This design comes from an exercise in tuning for small area on the open sky130 flow, not from production work. Only simulation tests tie the RTL to the original design; equivalence was not proved. Power and IR drop assume default switching activity.

===== flow/config.mk =====
export PLATFORM = sky130hd
export DESIGN_NAME = concat_requant
export DESIGN_NICKNAME = concat_requant
export VERILOG_FILES = /design/flow/design.v
export SDC_FILE = /design/flow/constraint.sdc
export NUM_CORES = 4
export LEC_CHECK = 0
export CAP_MARGIN = 20
export CORE_MARGIN = 2
export CORE_UTILIZATION = 40
export SLEW_MARGIN = 20

===== flow/run.sh =====
#!/bin/bash
# synth_recipe.tcl (not shown) runs the flow's synth.tcl, then flattens the netlist and writes it again
# the make line also repeats each setting of config.mk as NAME=value (left out here)
make -C /OpenROAD-flow-scripts/flow DESIGN_CONFIG=/design/flow/config.mk WORK_HOME=/design/flow/orfs CLKGATE_MAP_FILE= SYNTH_SCRIPT=/design/flow/synth_recipe.tcl finish

===== flow/constraint.sdc =====
create_clock -name core_clock -period 8.0 [get_ports {clk}]
set_input_delay 1.6000 -clock core_clock [delete_from_list [all_inputs] [get_ports {clk}]]
set_output_delay 1.6000 -clock core_clock [all_outputs]
set_load 0.01 [all_outputs]

===== flow/design.v =====
package concat_requant_pkg;
  localparam int PICTURE_NUM       = 2;
  localparam int SCALE_LATENCY_DEF = 4;
  localparam int SCALE_W           = 32;
  localparam int QUANT_W           = 8;
  function integer lane_idx(input integer j, input integer i);
    lane_idx = j * PICTURE_NUM + i;
  endfunction
endpackage
import concat_requant_pkg::*;
module concat_requant_lane
(
  input  logic               clk,
  input  logic               rst,
  input  logic [SCALE_W-1:0] scale_data,
  input  logic [4:0]         shift,
  input  logic [7:0]         zero_point,
  output logic [QUANT_W-1:0] quant_data
);
  logic [SCALE_W:0]   biased;
  logic [SCALE_W:0]   shifted;
  logic [SCALE_W:0]   sum;
  logic [QUANT_W-1:0] sat;
  always_comb begin
    biased = {1'b0, scale_data};
    shifted = biased >> shift;
    sum     = shifted + {25'd0, zero_point};
    sat     = (sum > 33'd255) ? 8'hFF : sum[7:0];
  end
  always_ff @(posedge clk or posedge rst) begin
    if (rst) quant_data <= '0;
    else     quant_data <= sat;
  end
endmodule
import concat_requant_pkg::*;
module concat_requant
#(
  parameter int RE_CHANNEL_IN_NUM = 16,
  parameter int SCALE_LATENCY     = SCALE_LATENCY_DEF,
  parameter int FIFO_DEPTH        = 8,
  parameter int PIX_CNT_W         = 20
) (
  input  logic                                          clk,
  input  logic                                          rst,
  input  logic                                          Start_In,
  input  logic [PIX_CNT_W-1:0]                          Pixel_Num_In,
  input  logic                                          Data_Valid_In,
  output logic                                          Ready_Out,
  input  logic [PICTURE_NUM*RE_CHANNEL_IN_NUM*SCALE_W-1:0] Scale_Data_In,
  input  logic [4:0]                                    Shift_In,
  input  logic [7:0]                                    Zero_Point_In,
  output logic [PICTURE_NUM*RE_CHANNEL_IN_NUM*QUANT_W-1:0] Quant_Data_Out,
  output logic                                          Quant_Valid_Out,
  input  logic                                          Quant_Ready_In,
  output logic                                          Done_Out,
  output logic                                          Overflow_Out
);
  localparam int LANES = PICTURE_NUM * RE_CHANNEL_IN_NUM;
  localparam int OUT_W = LANES * QUANT_W;
  localparam int PTR_W = $clog2(FIFO_DEPTH);
  localparam int CNT_W = PTR_W + 1;
  localparam int SUM_W = $clog2(FIFO_DEPTH + SCALE_LATENCY + 2) + 1;
  logic [SCALE_LATENCY-1:0] valid_dly;
  logic                     req_valid;
  logic [OUT_W-1:0]         lane_q;
  logic [OUT_W-1:0]         fifo_mem [FIFO_DEPTH];
  logic [PTR_W-1:0]         wr_ptr;
  logic [PTR_W-1:0]         rd_ptr;
  logic [CNT_W-1:0]         fifo_count;
  logic                     fifo_wr;
  logic                     fifo_rd;
  logic [SUM_W-1:0]         occupancy;
  logic [PIX_CNT_W-1:0]     beat_cnt;
  logic [PIX_CNT_W-1:0]     pix_num;
  for (genvar j = 0; j < RE_CHANNEL_IN_NUM; j++) begin : g_ch
    for (genvar i = 0; i < PICTURE_NUM; i++) begin : g_pic
      localparam int K = j * PICTURE_NUM + i;
      concat_requant_lane u_lane (
        .clk        (clk),
        .rst        (rst),
        .scale_data (Scale_Data_In[K*SCALE_W +: SCALE_W]),
        .shift      (Shift_In),
        .zero_point (Zero_Point_In),
        .quant_data (lane_q[K*QUANT_W +: QUANT_W])
      );
    end
  end
  always_ff @(posedge clk or posedge rst) begin
    if (rst) begin
      valid_dly <= '0;
      req_valid <= 1'b0;
    end else begin
      valid_dly <= {valid_dly[SCALE_LATENCY-2:0], Data_Valid_In};
      req_valid <= valid_dly[SCALE_LATENCY-1];
    end
  end
  assign fifo_rd = (fifo_count != '0) && Quant_Ready_In;
  assign fifo_wr = req_valid && ((fifo_count != CNT_W'(FIFO_DEPTH)) || fifo_rd);
  always_ff @(posedge clk or posedge rst) begin
    if (rst) begin
      wr_ptr     <= '0;
      rd_ptr     <= '0;
      fifo_count <= '0;
    end else begin
      if (fifo_wr) wr_ptr <= wr_ptr + PTR_W'(1);
      if (fifo_rd) rd_ptr <= rd_ptr + PTR_W'(1);
      fifo_count <= fifo_count + CNT_W'(fifo_wr) - CNT_W'(fifo_rd);
    end
  end
  always_ff @(posedge clk) begin
    if (fifo_wr) fifo_mem[wr_ptr] <= lane_q;
  end
  assign Quant_Valid_Out = (fifo_count != '0);
  assign Quant_Data_Out  = Quant_Valid_Out ? fifo_mem[rd_ptr] : '0;
  always_comb begin
    occupancy = SUM_W'(fifo_count) + SUM_W'(req_valid) + SUM_W'(Data_Valid_In);
    for (int i = 0; i < SCALE_LATENCY; i++) begin
      occupancy = occupancy + SUM_W'(valid_dly[i]);
    end
  end
  always_ff @(posedge clk or posedge rst) begin
    if (rst) Ready_Out <= 1'b0;
    else     Ready_Out <= (occupancy < SUM_W'(FIFO_DEPTH));
  end
  always_ff @(posedge clk or posedge rst) begin
    if (rst) begin
      beat_cnt     <= '0;
      pix_num      <= '0;
      Done_Out     <= 1'b0;
      Overflow_Out <= 1'b0;
    end else begin
      Done_Out <= 1'b0;
      if (Start_In) begin
        beat_cnt     <= '0;
        pix_num      <= Pixel_Num_In;
        Overflow_Out <= 1'b0;
      end else begin
        if (Data_Valid_In && !Ready_Out) Overflow_Out <= 1'b1;
        if (fifo_rd && (pix_num != '0) && (beat_cnt != pix_num)) begin
          beat_cnt <= beat_cnt + PIX_CNT_W'(1);
          if (beat_cnt + PIX_CNT_W'(1) == pix_num) Done_Out <= 1'b1;
        end
      end
    end
  end
endmodule

==> parameters.txt <==
Parameter                              Value

Worst setup path
  Maximum fanout along the worst path ... 64
  Critical Path RT ... 8.77 ns
  Setup slack of the worst register-to-register path ... 4.02 ns
  Launch instance of the worst register-to-register path ... fifo_count[2]
  Worst R2R End ... beat_cnt[18]
  Element type at the critical path start ... primary input
  First element of the critical path ... Shift_In[1]
  Data arrival at the endpoint of the critical path ... 7.61 ns
  Setup crit end kind ... register
  Crit Path Class ... primary input to register
  Worst R2R Path Depth ... 11

Placed design
  Final weighted congestion of routability-driven global placement ... 1.03
  PortBufs ... 1321
  Standard cell area after detailed placement ... 0.197 mm^2
  Cell count after placement ... 21900
  Post-DP HPWL ... 589 mm

CTS
  Htree depth ... 5
  Root buf cell ... sky130_fd_sc_hd__clkbuf_16
  TritonCTS clock tree ... done
  CTS resizes ... 0
  Clock latency reported for the late side of the worst-skew pair ... 0.93 ns
  Hold bufs inserted after CTS ... 0
  Clock-pin transition on the worst setup and hold timing paths ... 0.06 ns
  Number of clock sinks ... 2362
  CTS buffer count ... 265
  Buffers inserted during post-CTS setup optimization ... 0
  Clock tree buffer depth ... 4

Power
  Peak ir drop on the vdd network ... 0.220 mV
  P_leak ... 63.1 nW
  Overall Power ... 42.0 mW
  Cell area power density ... 204 mW/mm^2

Drt
  Detail Route Antenna Nets ... 0
  Highest Signal Layer ... met5
  Detailed-routing iteration count for the pre-antenna-repair pass ... 9
  Routed length per instance ... 35.1 um
  M1 wire length ... 310 mm
  Iteration-0 DRC Markers ... 19400
  Wirelength, routed ... 791 mm
  Via count ... 150000
  Met3 wire length ... 75.8 mm
  WL met2 ... 346 mm
  Via count normalized by instance count ... 6.64
  Remaining routing DRC violations ... 0

Finish
  Post-route non-filler standard cell count ... 22600
  Signed area change from the synthesized netlist to the final layout ... 17.5%
  Number of filler cells placed in the layout ... 39600
  Final design utilization ... 0.471
  Final instance area ... 0.206 mm^2
  Fraction of layout cells with a size suffix above 1 ... 0.190
  Number of nets in the layout ... 17800

Floorplanning
  Placeable core region ... 0.438 mm^2
  Area of the die ... 0.444 mm^2
  Top Ports ... 1322
  Starting density of the core ... 0.401
  Number of rows in the core area ... 243
  Floorplan die width ... 666 um
  Height of the die ... 666 um

Global routing
  Global-route wire length before repair ... 1090 mm
  Vias in the first global route ... 140000
  Pin count of the biggest net entering global routing ... 100
  Remaining global-route overflow ... 0
  GR Util All Layers ... 0.343
  Antenna violations before repair ... 171

STA
  Hold violation total from the final report ... 0
  Max Clk Rate ... 146 MHz
  Unrepaired setup endpoints after global routing ... no
  Final-report setup violation count ... 0
  Final count of pins violating max slew ... 0
  Least-Margin Pin Slew ... 1.24 ns
  Worst-case headroom to the max-slew limit ... 0.177
  Crit share post-route ... 0.855
  Worst Skew ... 0.0543 ns
  Time the final worst path needs with I/O delays and setup ... 6.84 ns

Synthesis
  Gate count after technology mapping ... 15300
  Most used flip-flop cell after synthesis ... sky130_fd_sc_hd__edfxtp_1
  Number of enable flip-flop cells after synthesis ... 2048
  Cell area after technology mapping ... 0.176 mm^2
  Number of flip-flops and latches in the synthesized netlist ... 2362
  Fraction of the yosys area taken by sequential cells ... 0.395
  Ys async rst share ... 0.133
  Most used standard cell by instance count after synthesis ... sky130_fd_sc_hd__edfxtp_1
  Area leader, netlist ... sky130_fd_sc_hd__edfxtp_1
  Number of different library cells in the post-synthesis netlist ... 129
  Fraction of post-synthesis cell area in the top cell type by area ... 0.350
  Yosys Warn Count ... 2
  Top cell types by occurrence after synthesis ... 2048 x sky130_fd_sc_hd__edfxtp_1, 1368 x sky130_fd_sc_hd__nand2_1, 1301 x sky130_fd_sc_hd__mux4_2
  Post-synthesis net count ... 16700
  Post-Syn Area per Cell ... 11.5 um^2
  Top cells by area in the synthesized netlist ... sky130_fd_sc_hd__edfxtp_1 35%, sky130_fd_sc_hd__mux4_2 17%, sky130_fd_sc_hd__mux2i_1 6.7%

Flow run
  Number of violations of the max-capacitance limit ... 0

Status
  Run status ... complete, no violations

Hold path
  Worst hold endpoint ... req_valid
  Number of instances on the worst hold path ... 0
  Class of the tightest hold or removal check ... register to register
  Hold path start ... valid_dly[3]
-- where the power goes --
part | total (mW) | switching [mW] | internal [mW]
Clock | 12.2 | 5.17 | 7.04
Combinational | 15.7 | 9.70 | 6.02
Sequential | 14.1 | 0.234 | 13.8
Total | 42.0 | 15.1 | 26.9
-- registers in the layout (all words and copies together), names as in the netlist --
| register | flops |
|---|---|
| Done_Out | 1 |
| Overflow_Out | 1 |
| Ready_Out | 1 |
| beat_cnt | 20 |
| fifo_count | 4 |
| fifo_mem | 2048 |
| g_ch.g_pic.u_lane.quant_data | 256 |
| pix_num | 20 |
| rd_ptr | 3 |
| req_valid | 1 |
| valid_dly | 4 |
| wr_ptr | 3 |
-- routing by layer --
metal,GRT usage,vias up
met2,0.507,8951
met1,0.454,75800
met3,0.0740,1780
met4,0.232,66
li1,-,63100
met5,0,-
-- logic make-up after synthesis --
group	share of synthesized area
simple gates	0.130
buf+inv	0.0383
fa+ha+maj	0.0231
flops	0.395
compound gates	0.127
xor+xnor	0.0190
mux	0.267
-- critical path, cell delays in order --
cell	delay, ns
sky130_fd_sc_hd__buf_16	0.45
sky130_fd_sc_hd__buf_4	0.45
sky130_fd_sc_hd__mux2i_1	0.16
sky130_fd_sc_hd__and2_1	0.20
sky130_fd_sc_hd__a211o_1	0.25
sky130_fd_sc_hd__o21ai_0	0.14
sky130_fd_sc_hd__a21oi_1	0.12
sky130_fd_sc_hd__o21ai_0	0.51
sky130_fd_sc_hd__ha_1	0.29
sky130_fd_sc_hd__inv_1	0.07
sky130_fd_sc_hd__fa_1	0.40
sky130_fd_sc_hd__nor2b_1	0.12
sky130_fd_sc_hd__o21ai_0	0.11
sky130_fd_sc_hd__a21o_1	0.22
sky130_fd_sc_hd__nand3_1	0.10
sky130_fd_sc_hd__nand4_1	0.11
sky130_fd_sc_hd__or4_1	0.66
sky130_fd_sc_hd__o211a_1	0.18
sky130_fd_sc_hd__or4_1	0.56
sky130_fd_sc_hd__nor4_4	0.56
sky130_fd_sc_hd__nand3b_1	0.14
-- metrics by stage --
step           setup WS, ns  hold WS [ns]  setup TNS (ns)
2_1_floorplan         -1.18         0.354        -2066.71
3_3_place_gp          0.410         0.367               0
3_5_place_dp          0.406         0.383               0
4_1_cts                1.38         0.389               0
5_1_grt               0.940         0.384               0
6_report               1.16         0.386               0
-- cell usage in the layout, fill, tap and decap left out, types with 149 or more instances in the layout --
cell type / netlist / final
sky130_fd_sc_hd__mux2_2: 509 / 509
sky130_fd_sc_hd__mux2i_1: 1171 / 1170
sky130_fd_sc_hd__a211oi_1: 173 / 173
sky130_fd_sc_hd__mux4_2: 1301 / 1301
sky130_fd_sc_hd__nand3_1: 437 / 436
sky130_fd_sc_hd__buf_4: 134 / 540
sky130_fd_sc_hd__clkdlybuf4s50_1: 0 / 1307
sky130_fd_sc_hd__nand2_1: 1368 / 1361
sky130_fd_sc_hd__dfrtp_1: 314 / 311
sky130_fd_sc_hd__nand2b_1: 165 / 159
sky130_fd_sc_hd__xnor2_1: 232 / 232
sky130_fd_sc_hd__clkbuf_16: 0 / 270
sky130_fd_sc_hd__nor4_1: 163 / 162
sky130_fd_sc_hd__nor3_1: 309 / 306
sky130_fd_sc_hd__edfxtp_1: 2048 / 2048
sky130_fd_sc_hd__a21oi_1: 728 / 728
sky130_fd_sc_hd__nor2_1: 1191 / 1175
sky130_fd_sc_hd__ha_1: 268 / 268
sky130_fd_sc_hd__diode_2: 0 / 149
sky130_fd_sc_hd__inv_1: 208 / 204
sky130_fd_sc_hd__xor2_1: 149 / 149
sky130_fd_sc_hd__o21ai_0: 699 / 699
sky130_fd_sc_hd__o211ai_1: 184 / 184
-- worst max-delay path by stage --
stage                                                         to  slack (ns)  cells after the start
after CTS                  g_ch[9].g_pic[1].u_lane.quant_data[6]        1.38                     21
after detailed placement   g_ch[9].g_pic[1].u_lane.quant_data[6]        0.41                     21
after floorplan                                   fifo_mem[4][0]       -1.18                      5
after global placement     g_ch[3].g_pic[1].u_lane.quant_data[1]        0.41                     19
final                      g_ch[9].g_pic[1].u_lane.quant_data[6]        1.16                     21
after global routing      g_ch[15].g_pic[0].u_lane.quant_data[4]        0.94                     21
-- final cells by class --
type / instances / area, um^2 / area share
clock buffers: 348 / 7240 / 0.0351
repair buffers: 1989 / 20000 / 0.0969
well taps: 5757 / 7200 / 0.0349
diodes: 149 / 373 / 0.00181
inverters: 211 / 837 / 0.00406
flip-flops and latches: 2362 / 69400 / 0.336
multi-input cells: 11600 / 99800 / 0.484
clock inverters: 129 / 1420 / 0.00686

[port drivers added, routing unchanged]
The flow's constraints put no driver on any port. The routed layout listed below was extracted and timed again, unchanged, in two steps.
Step 1 sets driving cells, clkbuf_16 on the clock port and buf_2 on the other inputs (assumed; they add their load-dependent delay and slew).
Step 2 adds t to the input delays and takes it off the output delays; t is the mean of the earliest and latest rising clock arrival at the registers after step 1. Input paths then give back, and output paths get back, about the clock's delay inside the block.
Slacks: ideal / step 1 / step 2; pairs: ideal / step 1.
t, ns: 1.036
setup WS [ns]: 1.162 / 1.207 / 0.171
hold WS [ns]: 0.386 / 0.386 / 0.386
worst setup path at the end: input to register
worst register clock-pin slew, ns: 0.07 / 0.07
After both steps this run still meets setup and hold. The setup slack of this run moves by +0.045 ns with the drivers and by -0.991 ns with both steps.
